Context: an optimization exercise on an open-source flow, tuned for small area and a short achievable clock period. The choices shown serve that exercise and are no tape-out recipe.
Function was checked by simulation only, so behaviour that the tests miss may differ from the original.
Power figures rest on the tool's default switching activity, not on a simulated workload.

--- flow/design.v ---
module itch_book_builder #(
  parameter logic [15:0] LOCATE = 16'h0001,
  parameter int          DEPTH  = 8
) (
  input  logic        clkIn,
  input  logic        rstIn,
  input  logic        msgValidIn,
  input  logic [1:0]  msgTypeIn,
  input  logic [15:0] locateIn,
  input  logic        buySellIn,
  input  logic [31:0] sharesIn,
  input  logic [31:0] priceIn,
  input  logic        clearIn,
  output logic        bidValidOut,
  output logic [31:0] bidPriceOut,
  output logic [31:0] bidSharesOut,
  output logic        askValidOut,
  output logic [31:0] askPriceOut,
  output logic [31:0] askSharesOut,
  output logic        topUpdateOut,
  output logic        dropOut,
  output logic        missOut
);
  logic [DEPTH-1:0][31:0] px_q [2];
  logic [DEPTH-1:0][31:0] sh_q [2];
  logic [1:0][DEPTH-1:0]  v_q, v_d;
  logic [1:0][DEPTH-1:0]  best_q, best_d;
  logic [1:0][DEPTH-1:0][DEPTH-1:0] ord_q, ord_d;
  logic        ev_acc_q, ev_clr_q, ev_add_q, ev_bid_q;
  logic [31:0] ev_px_q, ev_sh_q;
  logic [1:0][DEPTH-1:0] raw_lt_q, raw_eq_q;
  logic        prv_lt_q, prv_eq_q;
  logic [1:0][DEPTH-1:0] prv_new_q;
  logic top_upd_q, drop_q, miss_q;
  logic top_upd_d, drop_d, miss_d;
  function automatic logic less(input logic [31:0] a, input logic [31:0] b);
    logic r;
    r = 1'b0;
    for (int k = 0; k < 32; k++)
      r = (a[k] ^ b[k]) ? b[k] : r;
    less = r;
  endfunction
  function automatic logic [32:0] add33(input logic [31:0] a, input logic [31:0] b,
                                       input logic cin);
    logic [31:0] p, g, gg, pp, gn, pn;
    logic [31:0] c;
    p  = a ^ b;
    g  = a & b;
    gg = g;
    pp = p;
    for (int w = 1; w < 32; w = w * 2) begin
      gn = gg;
      pn = pp;
      for (int k = 0; k < 32; k++)
        if ((k / w) % 2 == 1) begin
          gn[k] = gg[k] | (pp[k] & gg[(k / w) * w - 1]);
          pn[k] = pp[k] & pp[(k / w) * w - 1];
        end
      gg = gn;
      pp = pn;
    end
    c[0] = cin;
    for (int k = 1; k < 32; k++)
      c[k] = gg[k-1] | (pp[k-1] & cin);
    add33 = {gg[31] | (pp[31] & cin), p ^ c};
  endfunction
  logic [1:0][DEPTH-1:0] in_lt, in_eq;
  logic                  in_prv_lt, in_prv_eq;
  always_comb begin
    for (int i = 0; i < DEPTH; i++) begin
      in_lt[1][i] = buySellIn && less(priceIn, px_q[1][i]);
      in_eq[1][i] = buySellIn && (px_q[1][i] == priceIn);
      in_lt[0][i] = !buySellIn && less(px_q[0][i], priceIn);
      in_eq[0][i] = !buySellIn && (px_q[0][i] == priceIn);
    end
    in_prv_eq = (ev_bid_q == buySellIn) && (ev_px_q == priceIn);
    in_prv_lt = (ev_bid_q == buySellIn) &&
                (ev_bid_q ? less(priceIn, ev_px_q) : less(ev_px_q, priceIn));
  end
  logic [1:0][DEPTH-1:0] new_slot;
  always_ff @(posedge clkIn) begin
    if (rstIn) begin
      ev_acc_q <= 1'b0;
      ev_clr_q <= 1'b0;
    end else begin
      ev_acc_q <= msgValidIn && (locateIn == LOCATE) && !clearIn;
      ev_clr_q <= clearIn;
    end
    ev_add_q  <= (msgTypeIn == 2'b00);
    ev_bid_q  <= buySellIn;
    ev_px_q   <= priceIn;
    ev_sh_q   <= sharesIn;
    raw_lt_q  <= in_lt;
    raw_eq_q  <= in_eq;
    prv_lt_q  <= in_prv_lt;
    prv_eq_q  <= in_prv_eq;
    prv_new_q <= new_slot;
  end
  function automatic logic better(input logic [DEPTH-1:0][DEPTH-1:0] o, input int a,
                                  input int b);
    better = (a < b) ? o[a][b] : !o[b][a];
  endfunction
  logic [1:0][DEPTH-1:0] lt, eq, free1h, worst1h, second1h, target;
  logic [1:0]  sel, full, lt_worst, any_lt;
  logic        hit, hit_best, ins, new_best, rem, modf;
  logic [31:0] hit_sh, mod_sh, wr_sh;
  logic [32:0] add_sum, sub_dif;
  logic        sh_gt, sh_ge;
  logic        found;
  always_comb begin
    sel[1] = ev_acc_q && ev_bid_q;
    sel[0] = ev_acc_q && !ev_bid_q;
    for (int s = 0; s < 2; s++) begin
      for (int i = 0; i < DEPTH; i++) begin
        lt[s][i] = v_q[s][i] && (prv_new_q[s][i] ? prv_lt_q : raw_lt_q[s][i]);
        eq[s][i] = v_q[s][i] && (prv_new_q[s][i] ? prv_eq_q : raw_eq_q[s][i]);
      end
      free1h[s] = '0;
      found = 1'b0;
      for (int i = 0; i < DEPTH; i++) begin
        free1h[s][i] = !v_q[s][i] && !found;
        found = found || !v_q[s][i];
      end
      full[s] = &v_q[s];
      for (int a = 0; a < DEPTH; a++) begin
        worst1h[s][a]  = 1'b1;
        second1h[s][a] = v_q[s][a] && !best_q[s][a];
        for (int b = 0; b < DEPTH; b++) begin
          if (b != a) begin
            worst1h[s][a]  = worst1h[s][a] && better(ord_q[s], b, a);
            second1h[s][a] = second1h[s][a] &&
                             (!v_q[s][b] || best_q[s][b] || better(ord_q[s], a, b));
          end
        end
      end
      target[s]   = full[s] ? worst1h[s] : free1h[s];
      lt_worst[s] = |(lt[s] & worst1h[s]);
      any_lt[s]   = |lt[s];
    end
    hit_sh = '0;
    for (int s = 0; s < 2; s++)
      for (int i = 0; i < DEPTH; i++)
        hit_sh = hit_sh | (sh_q[s][i] & {32{eq[s][i]}});
    hit      = |eq;
    hit_best = |(eq & best_q);
    add_sum = add33(hit_sh, ev_sh_q, 1'b0);
    sub_dif = add33(hit_sh, ~ev_sh_q, 1'b1);
    sh_gt   = !sub_dif[32];
    sh_ge   = sh_gt || (ev_sh_q == hit_sh);
    mod_sh  = ev_add_q ? (add_sum[32] ? 32'hFFFF_FFFF : add_sum[31:0]) : sub_dif[31:0];
    ins      = ev_acc_q && ev_add_q && !hit &&
               !(ev_bid_q ? (full[1] && lt_worst[1]) : (full[0] && lt_worst[0]));
    new_best = !(ev_bid_q ? any_lt[1] : any_lt[0]);
    rem      = ev_acc_q && !ev_add_q && hit && sh_ge;
    modf     = ev_acc_q && hit && (ev_add_q || !sh_ge);
    wr_sh    = hit ? mod_sh : ev_sh_q;
    new_slot = target & {{DEPTH{ins && ev_bid_q}}, {DEPTH{ins && !ev_bid_q}}};
    drop_d   = ev_acc_q && ev_add_q && !hit && (ev_bid_q ? full[1] : full[0]);
    miss_d   = ev_acc_q && !ev_add_q && (!hit || sh_gt);
  end
  always_comb begin
    for (int s = 0; s < 2; s++) begin
      v_d[s]    = v_q[s];
      best_d[s] = best_q[s];
      ord_d[s]  = ord_q[s];
      if (ev_clr_q) begin
        v_d[s]    = '0;
        best_d[s] = '0;
      end else begin
        v_d[s] = (v_q[s] | new_slot[s]) & ~(eq[s] & {DEPTH{rem}});
        if (sel[s] && ins && new_best)
          best_d[s] = target[s];
        else if (sel[s] && rem && hit_best)
          best_d[s] = second1h[s];
        for (int a = 0; a < DEPTH; a++)
          for (int b = a + 1; b < DEPTH; b++) begin
            if (new_slot[s][a])
              ord_d[s][a][b] = !lt[s][b];
            else if (new_slot[s][b])
              ord_d[s][a][b] = lt[s][a];
          end
      end
    end
    if (ev_clr_q)
      top_upd_d = (|best_q[0]) || (|best_q[1]);
    else
      top_upd_d = (ins && new_best) || (rem && hit_best) ||
                  (modf && hit_best && (|ev_sh_q) && !(ev_add_q && (&hit_sh)));
  end
  always_ff @(posedge clkIn) begin
    if (rstIn) begin
      v_q       <= '0;
      best_q    <= '0;
      top_upd_q <= 1'b0;
      drop_q    <= 1'b0;
      miss_q    <= 1'b0;
    end else begin
      v_q       <= v_d;
      best_q    <= best_d;
      top_upd_q <= top_upd_d;
      drop_q    <= drop_d;
      miss_q    <= miss_d;
    end
    ord_q <= ord_d;
    for (int s = 0; s < 2; s++)
      for (int i = 0; i < DEPTH; i++) begin
        if (new_slot[s][i])
          px_q[s][i] <= ev_px_q;
        if (new_slot[s][i] || (ev_acc_q && eq[s][i]))
          sh_q[s][i] <= wr_sh;
      end
  end
  always_comb begin
    bidPriceOut  = '0;
    bidSharesOut = '0;
    askPriceOut  = '0;
    askSharesOut = '0;
    for (int i = 0; i < DEPTH; i++) begin
      bidPriceOut  = bidPriceOut  | (px_q[1][i] & {32{best_q[1][i]}});
      bidSharesOut = bidSharesOut | (sh_q[1][i] & {32{best_q[1][i]}});
      askPriceOut  = askPriceOut  | (px_q[0][i] & {32{best_q[0][i]}});
      askSharesOut = askSharesOut | (sh_q[0][i] & {32{best_q[0][i]}});
    end
  end
  assign bidValidOut  = |best_q[1];
  assign askValidOut  = |best_q[0];
  assign topUpdateOut = top_upd_q;
  assign dropOut      = drop_q;
  assign missOut      = miss_q;
endmodule
--- flow/flow/run.sh ---
#!/bin/bash
set -euo pipefail
bash standard.sh SETUP_SLACK_MARGIN=7 finish > standard_flow.log 2>&1
--- flow/standard.sh ---
#!/bin/bash
# synth_recipe.tcl (not shown) runs the flow's synth.tcl, then flattens the netlist and writes it again
# the make line also repeats each setting of config.mk as NAME=value (left out here)
make -C /OpenROAD-flow-scripts/flow DESIGN_CONFIG=/design/flow/config.mk WORK_HOME=/design/flow/orfs CLKGATE_MAP_FILE= SYNTH_SCRIPT=/design/flow/synth_recipe.tcl "${@:-finish}"
--- flow/config.mk ---
export PLATFORM = sky130hd
export DESIGN_NAME = itch_book_builder
export DESIGN_NICKNAME = itch_book_builder
export VERILOG_FILES = /design/flow/design.v
export SDC_FILE = /design/flow/constraint.sdc
export NUM_CORES = 4
export LEC_CHECK = 0
export CAP_MARGIN = 20
export CORE_MARGIN = 2
export CORE_UTILIZATION = 40
export SLEW_MARGIN = 20
--- flow/constraint.sdc ---
create_clock -name core_clock -period 12.5 [get_ports {clkIn}]
set_input_delay 2.5000 -clock core_clock [delete_from_list [all_inputs] [get_ports {clkIn}]]
set_output_delay 2.5000 -clock core_clock [all_outputs]
set_load 0.01 [all_outputs]
==> notes.md, run 1 <==
status finished clean; relative max-transition margin 15.4%; I/O pin total 220; commonest non-fill, non-tap cell in the layout sky130_fd_sc_hd__edfxtp_1; area grow syn2layout 19.4%; RSZ-0062 raised after global routing yes; post-synth net total 5233; share of the synthesized area in the top cell type 54.0%; core footprint 149000 sq um; Die X 392 um; wire length of the first global-routing pass 379 mm; Final Wtd Congestion 1.07; final setup TNS 0 ns; count of final setup violators 0; Warnings, synthesis 3; number of storage elements in the synthesis netlist 1233; Synth area leaders sky130_fd_sc_hd__edfxtp_1 54%, sky130_fd_sc_hd__a22oi_1 7.8%, sky130_fd_sc_hd__dfxtp_1 5.1%, sky130_fd_sc_hd__a22o_1 2.6%, sky130_fd_sc_hd__a221oi_1 2.5%; final critical-path required period 5.59 ns; CTS clock-pin slew for the worst setup and hold paths 0.06 ns; detailed-route via count 53200; fraction of final layout cells with drive strength greater than 1 11.5%; via count of the first global-routing pass 47700; pin slew with the least headroom to its limit 1.26 ns; TritonCTS Buffers 136; Initial DRC Count 10800; fin crit share 44.7%; number of hold violations in the final report 0; final net count 5504; leakage power total 0.0235 uW; largest area contributor in the netlist sky130_fd_sc_hd__edfxtp_1; largest net degree at the start of global routing 60; count of flip-flops with a built-in enable after synthesis 1080; Slew Viols, Final 0; number of antenna-violating nets in the routed design 0; Cell Rows 142; PD cells 129 nW/um^2; initial core utilization 40.2%; peak ir drop on the vdd network 0.121 mV; Detail Placement HPWL 181 mm; aggregate routed wire length 282 mm; Clock Root Buffer sky130_fd_sc_hd__clkbuf_16; initial antenna violation count 17; total of max-cap violations 0; overall die height 392 um; Max clock buf depth 3; routed wire length per instance 37.8 um; Layout Skew 0.0442 ns; TritonCTS clock tree built; max frequency 179 MHz; full die area 153000 sq um; portion of the post-synthesis area used by sequential elements 59.1%; Crit Path Category primary input to register; area of the mapped netlist 60100 sq um; number of sinks driven by the clock tree 1233; total congestion overflow after global routing 0; category of the worst setup path launch point primary input; number of distinct library cell variants in the gate-level netlist after synthesis 85; Gate Count Post-Synth 5059; dominant register cell in the synthesized netlist sky130_fd_sc_hd__edfxtp_1; CTS H-tree lvls 4; filler instances 13200; Critical Path AT 6.20 ns; worst hold-check path type register to register; maximum fanout along the worst path 33; Synth async-reset ratio 0%; highest-count cells in the layout ignoring fill and taps 1080 x sky130_fd_sc_hd__edfxtp_1, 620 x sky130_fd_sc_hd__a22oi_1, 221 x sky130_fd_sc_hd__nor2_1; DR DRC count 0; post-layout util 48.0%; synthesized area per cell 11.9 sq um; number of vias per cell 7.13; latest clock arrival within the worst-skew pair 0.81 ns; kind of end point of the critical path register; GRT Resource Usage Total 35.2%; CP Data Required Time 13.11 ns; count of buffers from port buffering 219; Initial DRT Pass Iterations 6
-- report_power, final --
| part | internal [uW] | switching, uW | total (uW) |
|---|---|---|---|
| Clock | 2490 | 1760 | 4260 |
| Combinational | 157 | 311 | 468 |
| Sequential | 4480 | 52.5 | 4530 |
-- layout make-up --
| type | count | area, sq um | share of cell area (%) |
|---|---|---|---|
| multi-input combinational | 3292 | 23300 | 32.4 |
| timing repair inverter | 2 | 10.0 | 0.0139 |
| clock buffer | 186 | 3810 | 5.31 |
| inverter | 216 | 831 | 1.16 |
| sequential | 1233 | 35600 | 49.6 |
| tap | 2016 | 2520 | 3.52 |
| antenna | 5 | 12.5 | 0.0174 |
| timing repair buffer | 449 | 4850 | 6.75 |
| clock inverter | 67 | 895 | 1.25 |
-- worst max-delay path, cell delays in order --
cell,delay [ns]
sky130_fd_sc_hd__clkdlybuf4s50_1,0.61
sky130_fd_sc_hd__inv_1,0.12
sky130_fd_sc_hd__buf_4,0.35
sky130_fd_sc_hd__nor2_1,0.14
sky130_fd_sc_hd__nor3_1,0.90
sky130_fd_sc_hd__nand4_1,0.43
sky130_fd_sc_hd__nor3_1,0.23
sky130_fd_sc_hd__nand4_1,0.11
sky130_fd_sc_hd__nor4_1,0.79
-- flip-flops by register name, indices dropped and copies added (netlist names) --
| register | flops |
|---|---|
| prv_eq_q | 1 |
| best_q | 16 |
| ev_bid_q | 1 |
| prv_new_q | 16 |
| ord_q | 56 |
| v_q | 16 |
| sh_q | 512 |
| ev_add_q | 1 |
| prv_lt_q | 1 |
| ev_sh_q | 32 |
| ev_clr_q | 1 |
| ev_px_q | 32 |
| ev_acc_q | 1 |
| miss_q | 1 |
| drop_q | 1 |
| raw_lt_q | 16 |
| px_q | 512 |
| top_upd_q | 1 |
| raw_eq_q | 16 |
-- cells by family after synthesis --
logic type	synth area share, %
AO/OA/AOI/OAI	22.1
flip-flops	59.1
buffers and inverters	3.39
adder cells (fa/ha/maj)	3.14
XOR/XNOR	1.37
multiplexers	0.648
AND/OR/NAND/NOR	10.3
-- through the flow --
step                      hold slack [ns]  cell area, sq um  setup slack (ns)  power [uW]  instances
final                               0.563             71800              6.91        9260       7466
after global routing                0.601             71700              6.96        9440       7461
after CTS                           0.680             70900              7.00        9240       7412
after detailed placement            0.673             64700              5.58        5030       7101
after global placement              0.671             64700              5.67        5020       7100
after floorplan                     0.521             60100              7.01        4820       5059
-- per-layer routing --
layer	up-vias	track usage [%]	wire length, um
met3	813	16.3	51100
met2	5178	46.4	109000
li1	21100	-	-
met4	18	12.6	12900
met5	-	0	120
met1	26200	49.8	108000
-- worst paths after layout --
check	start	end	slack (ns)	depth (start not counted)
setup / recovery	priceIn[30]	prv_eq_q	6.91	9
hold / removal	best_q[8]	best_q[8]	0.56	2
setup reg to reg	prv_new_q[8]	sh_q[0][177]	7.01	16
hold reg to reg	best_q[8]	best_q[8]	0.56	2
-- Yosys cell counts (12+ instances only) --
library cell / instances
sky130_fd_sc_hd__nor4_1: 86
sky130_fd_sc_hd__o22ai_1: 150
sky130_fd_sc_hd__buf_1: 74
sky130_fd_sc_hd__o22a_1: 24
sky130_fd_sc_hd__nand2b_1: 81
sky130_fd_sc_hd__a221o_1: 16
sky130_fd_sc_hd__o221ai_1: 24
sky130_fd_sc_hd__dfxtp_1: 153
sky130_fd_sc_hd__and3_1: 16
sky130_fd_sc_hd__o211ai_1: 18
sky130_fd_sc_hd__edfxtp_1: 1080
sky130_fd_sc_hd__nor3_1: 51
sky130_fd_sc_hd__nand3_1: 56
sky130_fd_sc_hd__a221oi_1: 171
sky130_fd_sc_hd__clkbuf_1: 239
sky130_fd_sc_hd__a22o_1: 181
sky130_fd_sc_hd__and4_1: 12
sky130_fd_sc_hd__a211oi_1: 44
sky130_fd_sc_hd__xnor2_1: 49
sky130_fd_sc_hd__xor2_1: 45
sky130_fd_sc_hd__o21ai_0: 195
sky130_fd_sc_hd__mux2i_1: 22
sky130_fd_sc_hd__ha_1: 82
sky130_fd_sc_hd__a21oi_1: 219
sky130_fd_sc_hd__and2_1: 18
sky130_fd_sc_hd__nor2_1: 238
sky130_fd_sc_hd__maj3_1: 76
sky130_fd_sc_hd__nand4_1: 211
sky130_fd_sc_hd__a22oi_1: 624
sky130_fd_sc_hd__mux2_2: 15
sky130_fd_sc_hd__a31oi_1: 31
sky130_fd_sc_hd__inv_1: 208
sky130_fd_sc_hd__nand2_1: 210
sky130_fd_sc_hd__a2111oi_0: 12
sky130_fd_sc_hd__or4_1: 16
sky130_fd_sc_hd__nor3b_1: 14
sky130_fd_sc_hd__nor2b_1: 78
sky130_fd_sc_hd__a21o_1: 19
sky130_fd_sc_hd__o21bai_1: 22
-- timing repair --
action | 4_1_cts | 5_1_grt
hold buffers | 0 | 0
setup endpoints to repair | 670 | 543
gates cloned | 3 | 6
hold endpoints to repair | 0 | 0
resized for setup | 110 | 86
buffers inserted | 55 | 43
pin swaps | 27 | 18
==> inputs of run 2 (changes only) <==
==> flow/flow/run.sh (replaced) <==
#!/bin/bash
set -euo pipefail
bash standard.sh SETUP_SLACK_MARGIN=7.5 \
  "BUFFER_PORTS_ARGS=-buffer_cell sky130_fd_sc_hd__buf_4" finish > standard_flow.log 2>&1
--- a/flow/config.mk
+++ b/flow/config.mk
@@ -7,5 +7,5 @@
 export LEC_CHECK = 0
 export CAP_MARGIN = 20
 export CORE_MARGIN = 2
-export CORE_UTILIZATION = 40
+export CORE_UTILIZATION = 55
 export SLEW_MARGIN = 20
==> notes.md, run 2 <==
status finished clean; Slew Viols, Final 0 (unchanged); switching share of power 24.2% (+1.2 points); CTS H-tree lvls 4 (unchanged); portion of the post-synthesis area used by sequential elements 59.1% (unchanged); Layout Cells excl Fill 6994 (-6.3%); crit path cell chain buf_12 > mux2i_4 > nor2_4 > buf_12 > a22o_1 > a221oi_2 > nand3_1 > nor2_2 > inv_2 > ha_2 > fa_2 > nand2b_4 > a221oi_4 > nor4_4 > o21a_1 > or3_4 > a211oi_4 > nor2_2 > or4b_4 > and2_4 > buf_6 > buf_12 > a31oi_4 > clkbuf_16; CP Data Required Time 13.16 ns (+0.05 ns); detailed-route wire length on metal 1 106 mm (-2.5%); aggregate routed wire length 317 mm (+12%); Synth area leaders sky130_fd_sc_hd__edfxtp_1 54%, sky130_fd_sc_hd__a22oi_1 7.8%, sky130_fd_sc_hd__dfxtp_1 5.1%, sky130_fd_sc_hd__a22o_1 2.6%, sky130_fd_sc_hd__a221oi_1 2.5%; routed wl met3 66.3 mm (+30%); Warnings, synthesis 3 (unchanged); Placed Cells 6491 (-8.6%); total congestion overflow after global routing 0 (unchanged); max frequency 184 MHz (+3.1%); peak ir drop on the vdd network 0.150 mV (+24%); full die area 112000 sq um (-27%); wire length of the first global-routing pass 412 mm (+8.5%); largest area contributor in the netlist sky130_fd_sc_hd__edfxtp_1; fraction of final layout cells with drive strength greater than 1 19.3% (+7.8 points); total of max-cap violations 0 (unchanged); Cell Rows 121 (-15%); synthesized area per cell 11.9 sq um (unchanged); Clock Root Buffer sky130_fd_sc_hd__clkbuf_16; GRT Resource Usage Total 53.2% (+18 points); area grow syn2layout 21.5%; kind of end point of the critical path register; pin slew with the least headroom to its limit 1.38 ns (+0.119 ns); core footprint 109000 sq um (-27%); largest stage delay on the critical path 0.52 ns (-0.38 ns); most frequent cells after synthesis 1080 x sky130_fd_sc_hd__edfxtp_1, 624 x sky130_fd_sc_hd__a22oi_1, 239 x sky130_fd_sc_hd__clkbuf_1; Net Switching 2230 uW (+4.7%); sequential share of power 49.3% (+0.3 points); final setup TNS 0 ns (unchanged); Layout Skew 0.0390 ns (-0.00521 ns); number of hold violations in the final report 0 (unchanged); DR DRC count 0 (unchanged); count of final setup violators 0 (unchanged); Synth async-reset ratio 0% (unchanged); design internal power 6970 uW (-2.3%); via count of the first global-routing pass 51500 (+7.9%); detailed-route via count 57600 (+8.3%); cell with the most instances after synthesis sky130_fd_sc_hd__edfxtp_1; maximum fanout along the worst path 8 (-76%); routed wire length per instance 45.3 um (+20%); registers with the most flip-flops px_q x512, sh_q x512, ord_q x56; number of sinks driven by the clock tree 1233 (unchanged); TritonCTS Buffers 134 (-1.5%); count of buffers from port buffering 219 (unchanged); initial antenna violation count 42 (+25); category of the worst setup path launch point register; TritonCTS clock tree built; count of flip-flops with a built-in enable after synthesis 1080 (unchanged); CTS clock-pin slew for the worst setup and hold paths 0.07 ns (about the same); post-synth net total 5233 (unchanged); overall die height 335 um (-15%); Die X 335 um (-15%); leakage power total 0.0248 uW (+5.5%); RSZ-0062 raised after global routing yes; Max clock buf depth 3 (unchanged); Initial DRC Count 13700 (+27%); part of the power in the clock network 44.9% (-1.1 points); dominant register cell in the synthesized netlist sky130_fd_sc_hd__edfxtp_1; Initial DRT Pass Iterations 11 (+5); final critical-path required period 5.42 ns (-0.167 ns); library cell appearing most often on the critical path sky130_fd_sc_hd__buf_12; Critical Path AT 6.08 ns (-0.12 ns); Gate Count Post-Synth 5059 (unchanged); post-route worst hold slack 0.569 ns (+0.00578 ns); relative max-transition margin 7.43% (-8.0 points); number of storage elements in the synthesis netlist 1233 (unchanged); worst setup slack for register-to-register paths 7.08 ns (+0.07 ns); largest net degree at the start of global routing 60 (unchanged); PD cells 126 nW/um^2 (-2.4%); latest clock arrival within the worst-skew pair 0.80 ns (about the same); fin crit share 43.4% (-1.3 points); number of distinct library cell variants in the gate-level netlist after synthesis 85 (unchanged); share of the synthesized area in the top cell type 54.0% (unchanged); I/O pin total 220 (unchanged); area of the mapped netlist 60100 sq um (unchanged); final net count 5619 (+2.1%); commonest non-fill, non-tap cell in the layout sky130_fd_sc_hd__edfxtp_1; worst hold-check path type register to register; highest-count cells in the layout ignoring fill and taps 1080 x sky130_fd_sc_hd__edfxtp_1, 617 x sky130_fd_sc_hd__a22oi_1, 432 x sky130_fd_sc_hd__buf_4; Max stage delay cell, worst path sky130_fd_sc_hd__or4b_4; Detail Placement HPWL 195 mm (+7.5%); Crit Path Category register to register; number of vias per cell 8.24 (+16%); Combinational Power Share 5.8% (+0.7 points); initial core utilization 55.3% (+15 points); post-layout util 67.3% (+19 points); number of antenna-violating nets in the routed design 0 (unchanged); Final Wtd Congestion 1.15 (+7.1%); top metal layer carrying routed signals met5; met2 routed wirelength 116 mm (+6.0%)
-- run 2: changes by cell type in the layout (fill, tap and decap cells not counted), moves of 13 or more --
cell                              delta
sky130_fd_sc_hd__ha_4               +13
sky130_fd_sc_hd__mux2i_4            +13
sky130_fd_sc_hd__a221oi_2           +25
sky130_fd_sc_hd__buf_12             +19
sky130_fd_sc_hd__ha_1               -16
sky130_fd_sc_hd__buf_4             +285
sky130_fd_sc_hd__diode_2            +16
sky130_fd_sc_hd__inv_2              +17
sky130_fd_sc_hd__clkdlybuf4s50_1   -215
sky130_fd_sc_hd__a221oi_1           -28
-- run 2: metal layers --
layer  vias to the layer above  global-route usage [%]
met5                         -                    2.61
met4                        58                    30.8
met3                      1798                    30.8
met2                      6966                    68.3
met1                     27500                    68.6
li1                      21300                       -
-- run 2: worst max-delay path, delay by kind of cell, from the launching register on --
family	cells	cell delay, ns
compound gates	6	1.41
fa+ha+maj	2	0.46
buf+inv	6	0.96
flops	1	0.46
mux	1	0.10
simple gates	9	1.82
-- run 2: power by group through the flow --
stage | registers [uW] | logic [uW] | clock network, uW
5_1_grt | 4530 | 532 | 4250
4_1_cts | 4530 | 476 | 4090
6_report | 4530 | 535 | 4130
2_1_floorplan | 4590 | 236 | 0
3_3_place_gp | 4610 | 438 | 0
3_5_place_dp | 4610 | 437 | 0
-- run 2: final timing paths --
| kind | from | end | cells after the start |
|---|---|---|---|
| worst max register to register | prv_eq_q | sh_q[0][49] | 24 |
| worst min register to register | px_q[0][127] | raw_lt_q[3] | 1 |
| worst min-delay path | px_q[0][127] | raw_lt_q[3] | 1 |
| worst max-delay path | prv_eq_q | sh_q[0][49] | 24 |
-- run 2: repair_timing --
item,in CTS,in global routing
setup endpoints to repair,688,573
resized for setup,242,102
hold endpoints to repair,0,0
gates cloned,18,14
hold buffers,0,0
pin swaps,64,49
setup buffers,139,61
-- run 2: per-stage QoR --
step / total power (uW) / setup WS [ns] / instance area, sq um
2_1_floorplan: 4830 / 7.39 / 60300
3_3_place_gp: 5050 / 5.88 / 63600
3_5_place_dp: 5050 / 5.78 / 63700
4_1_cts: 9090 / 7.39 / 71600
5_1_grt: 9320 / 7.09 / 73000
6_report: 9200 / 7.08 / 73000
-- run 2: kinds of logic after synthesis --
kind of cell    synth area share, %
fa+ha+maj                      3.14
flops                          59.1
compound gates                 22.1
xor+xnor                       1.37
buf+inv                        3.39
simple gates                   10.3
mux                           0.648
-- run 2: layout make-up --
type                            instances  area, sq um
Antenna cell                           21         52.6
Clock buffer                          183         3770
Clock inverter                         67          793
Fill cell                            7748        35500
Inverter                              216          840
Multi-Input combinational cell       3291        24200
Sequential cell                      1233        35600
Tap cell                             1414         1770
Timing Repair Buffer                  566         6050
Timing Repair inverter                  3         15.0

[static timing again, ports no longer ideal]
The flow's constraints put no driver on any port. The routed layouts listed below were extracted and timed again, unchanged, in two steps.
Step 1 (the two cells are an assumption about what drives the block):
set clk [get_ports {clkIn}]
set_driving_cell -lib_cell sky130_fd_sc_hd__clkbuf_16 $clk
set_driving_cell -lib_cell sky130_fd_sc_hd__buf_2 [delete_from_list [all_inputs] $clk]
Step 2, shift: input delay + t, output delay - t, t = (earliest + latest rising clock arrival at the registers) / 2. This alone moves slack from input paths to output paths.
Slacks: ideal ports / drivers / drivers and shift; pairs: ideal ports / drivers.
run | t (ns) | slack for setup (ns) | worst setup path at the end
run 1 | 0.879 | 6.909 / 6.903 / 6.101 | input to register
run 2 | 0.865 | 7.076 / 7.076 / 6.374 | input to register
After both steps every run listed still meets setup and hold. For run 1, which loses most, drivers alone change the setup slack by -0.006 ns; drivers and shift together by -0.808 ns.
